This design comes from an exercise in tuning for small area, a short achievable clock period and few clock cycles per item on the open sky130 flow, not from production work. Function was checked by simulation only, so behaviour that the tests miss may differ from the original. Power and IR drop assume default switching activity.

Setup of build 25:
==> flow/design.v (excerpt) <==
module pifo_top (
    input  wire                 i_clk,
    input  wire                 i_arst_n,
    input  wire                 i_push,
    input  wire                 i_pop,
    input  pifo_pkg::rank_t     i_rank,
    input  pifo_pkg::payload_t  i_payload,
    output logic                o_ready,
    output logic                o_full,
    output logic                o_empty,
    output logic                o_pop_valid,
    output pifo_pkg::rank_t     o_pop_rank,
    output pifo_pkg::payload_t  o_pop_payload
);
    logic                 push_acc;
    logic                 pop_acc;
    pifo_pkg::pos_t       count;
    pifo_pkg::rank_t      min_rank;
    pifo_pkg::payload_t   head;
    logic [15:0]          hi_lt;
    logic [15:0]          hi_eq;
    logic [7:0]           lo_le;
    logic [7:0]           lo_eq;
    logic                 s1_pop;
    pifo_pkg::rank_t      s1_pop_rank;    
    pifo_pkg::payload_t   s1_payload;
    pifo_host_port i_host_port (
        .i_clk      (i_clk),
        .i_arst_n   (i_arst_n),
        .i_push     (i_push),
        .i_pop      (i_pop),
        .i_count    (count),
        .o_ready    (o_ready),
        .o_full     (o_full),
        .o_empty    (o_empty),
        .o_push_acc (push_acc),
        .o_pop_acc  (pop_acc)
    );
    pifo_level i_bounds (
        .i_clk      (i_clk),
        .i_arst_n   (i_arst_n),
        .i_push     (push_acc),
        .i_pop      (pop_acc),
        .i_rank     (i_rank),
        .o_count    (count),
        .o_min_rank (min_rank),
        .o_hi_lt    (hi_lt),
        .o_hi_eq    (hi_eq),
        .o_lo_le    (lo_le),
        .o_lo_eq    (lo_eq)
    );
    always_ff @(posedge i_clk or negedge i_arst_n) begin
        if (!i_arst_n)
            s1_pop <= 1'b0;
        else
            s1_pop <= pop_acc;
    end
    always_ff @(posedge i_clk) begin
        s1_pop_rank <= min_rank;
        s1_payload  <= i_payload;
    end
    pifo_level_ram i_array (
        .i_clk     (i_clk),
        .i_pop     (s1_pop),
        .i_hi_lt   (hi_lt),
        .i_hi_eq   (hi_eq),
        .i_lo_le   (lo_le),
        .i_lo_eq   (lo_eq),
        .i_payload (s1_payload),
  ...
export LEC_CHECK = 0
export ABC_AREA = 1
export CAP_MARGIN = 20
export CELL_PAD_IN_SITES_DETAIL_PLACEMENT = 1
export CORE_MARGIN = 2
export CORE_UTILIZATION = 40
export CTS_CLUSTER_DIAMETER = 80
export CTS_CLUSTER_SIZE = 20
export PLACE_DENSITY = 0.5
export SETUP_SLACK_MARGIN = 4.7
export SLEW_MARGIN = 20
create_clock -name core_clock -period 7.0 [get_ports {i_clk}]
run.sh (not shown) runs the stock make flow with config.mk's settings and CLKGATE_MAP_FILE= SYNTH_SCRIPT=/design/flow/synth_recipe.tcl, a recipe that flattens the netlist after the stock synthesis.
Build 25 was carried through to the last stage, and its layout satisfied the timing, DRC and antenna checks.
Testbench counts of build 25, summed over its fixed seeds: cycles 48,009, ops 48,000.
### build 25 -> build 60
diff --git a/flow/config.mk b/flow/config.mk
--- a/flow/config.mk
+++ b/flow/config.mk
@@ -12 +12 @@
-export CORE_UTILIZATION = 40
+export CORE_UTILIZATION = 50
@@ -15,2 +15,2 @@
-export PLACE_DENSITY = 0.5
-export SETUP_SLACK_MARGIN = 4.7
+export PLACE_DENSITY = 0.58
+export SETUP_SLACK_MARGIN = 4.5
==> results.txt <==
Build 60 did not stop at any stage, and its layout met the timing, DRC and antenna checks. On final worst clock skew, build 25 tracks build 60 almost exactly. Going from build 25 to build 60, the combinational power was found to have gone down by about 2.8%. Switching power total: build 60 and build 25 compared, higher one is build 25. Delta (build 60 minus build 25): total power draw shows a reduction of 2.3%; width of the die decreased about 10%; utilization shows an increase of 9.3 points. In build 60, worst hold margin is lower than in build 25. Diff build 25 -> build 60: worst-case headroom to the max-slew limit has decreased, portion of the clock cycle consumed by the worst path in the final layout went down.
What build 86 does differently from build 60 at the input level:
diff --git a/flow/config.mk b/flow/config.mk
--- a/flow/config.mk
+++ b/flow/config.mk
@@ -12 +12 @@
-export CORE_UTILIZATION = 50
+export CORE_UTILIZATION = 60
@@ -15 +15 @@
-export PLACE_DENSITY = 0.58
+export PLACE_DENSITY = 0.68
Build 60 -> build 86: number of non-clock inverters in the layout decreased slightly. The number of core rows reported for build 86 is smaller than that of build 60 by 8.8%. Comparing build 86 and build 60, total routed wirelength is lower on build 60. Compared with build 60, in build 86 effective utilization at floorplan climbed 10 points; post-route total power climbed about 8%; clock skew climbed 0.027 ns; worst reg-to-reg setup slack dropped 0.76 ns. Lower layout-stage area growth over the synthesis result was reported by build 60, not build 86. Post-layout minimum cycle time | build 86 above build 60.
> inputs changed (build 86 -> build 34)
diff --git a/flow/config.mk b/flow/config.mk
--- a/flow/config.mk
+++ b/flow/config.mk
@@ -12 +12 @@
-export CORE_UTILIZATION = 60
+export CORE_UTILIZATION = 40
@@ -15,2 +15,2 @@
-export PLACE_DENSITY = 0.68
-export SETUP_SLACK_MARGIN = 4.5
+export PLACE_DENSITY = 0.5
+export SETUP_SLACK_MARGIN = 4.3
--- outcome ---
- As of build 34, tap cell instance count had risen by more than half compared to build 86.
- In build 34 the switching share of power turned out 4.7 points lower than in build 86.
- Build 86 → build 34: post-layout worst setup margin now sits higher; delay of the slowest cell on the worst path went down 0.71 ns.
- When build 34 is measured against build 86, its critical path depth turns out 3 lower.
- Build 34 ended up with a lower fraction of layout instances using a drive strength above 1 than build 86 did.
- The capturing instance or port of the critical path comes out i_array.mem_q[594] in one run and o_pop_rank[1] in the other, namely in build 86 and build 34 respectively.

## what the ideal ports hide
The results above use ideal ports. As a check the final layouts listed here were re-extracted and re-timed, cells and wires unchanged. Step 1, drivers: a clkbuf_16 drives i_clk and a buf_2 each remaining input, both assumed. Step 2 also shifts input and output timing later by t, the mid clock arrival at the registers, as if the neighbouring blocks saw the same clock. Slacks: no drivers / after step 1 / after step 2; pairs: no drivers / after step 1.
run	shift t [ns]	setup WS [ns]	hold slack, ns	cell pins on the clock port's net
build 25	0.754	4.462 / 4.397 / 3.734	0.333 / 0.333 / 0.333	1
build 60	0.738	4.487 / 4.407 / 3.822	0.330 / 0.330 / 0.330	1
build 86	0.744	3.781 / 3.781 / 3.225	0.317 / 0.317 / 0.317	1
build 34	0.740	4.355 / 4.286 / 3.691	0.341 / 0.341 / 0.341	1
After both steps every run listed still meets setup and hold. For build 25, which loses most, drivers alone change the setup slack by -0.065 ns; drivers and shift together by -0.728 ns.
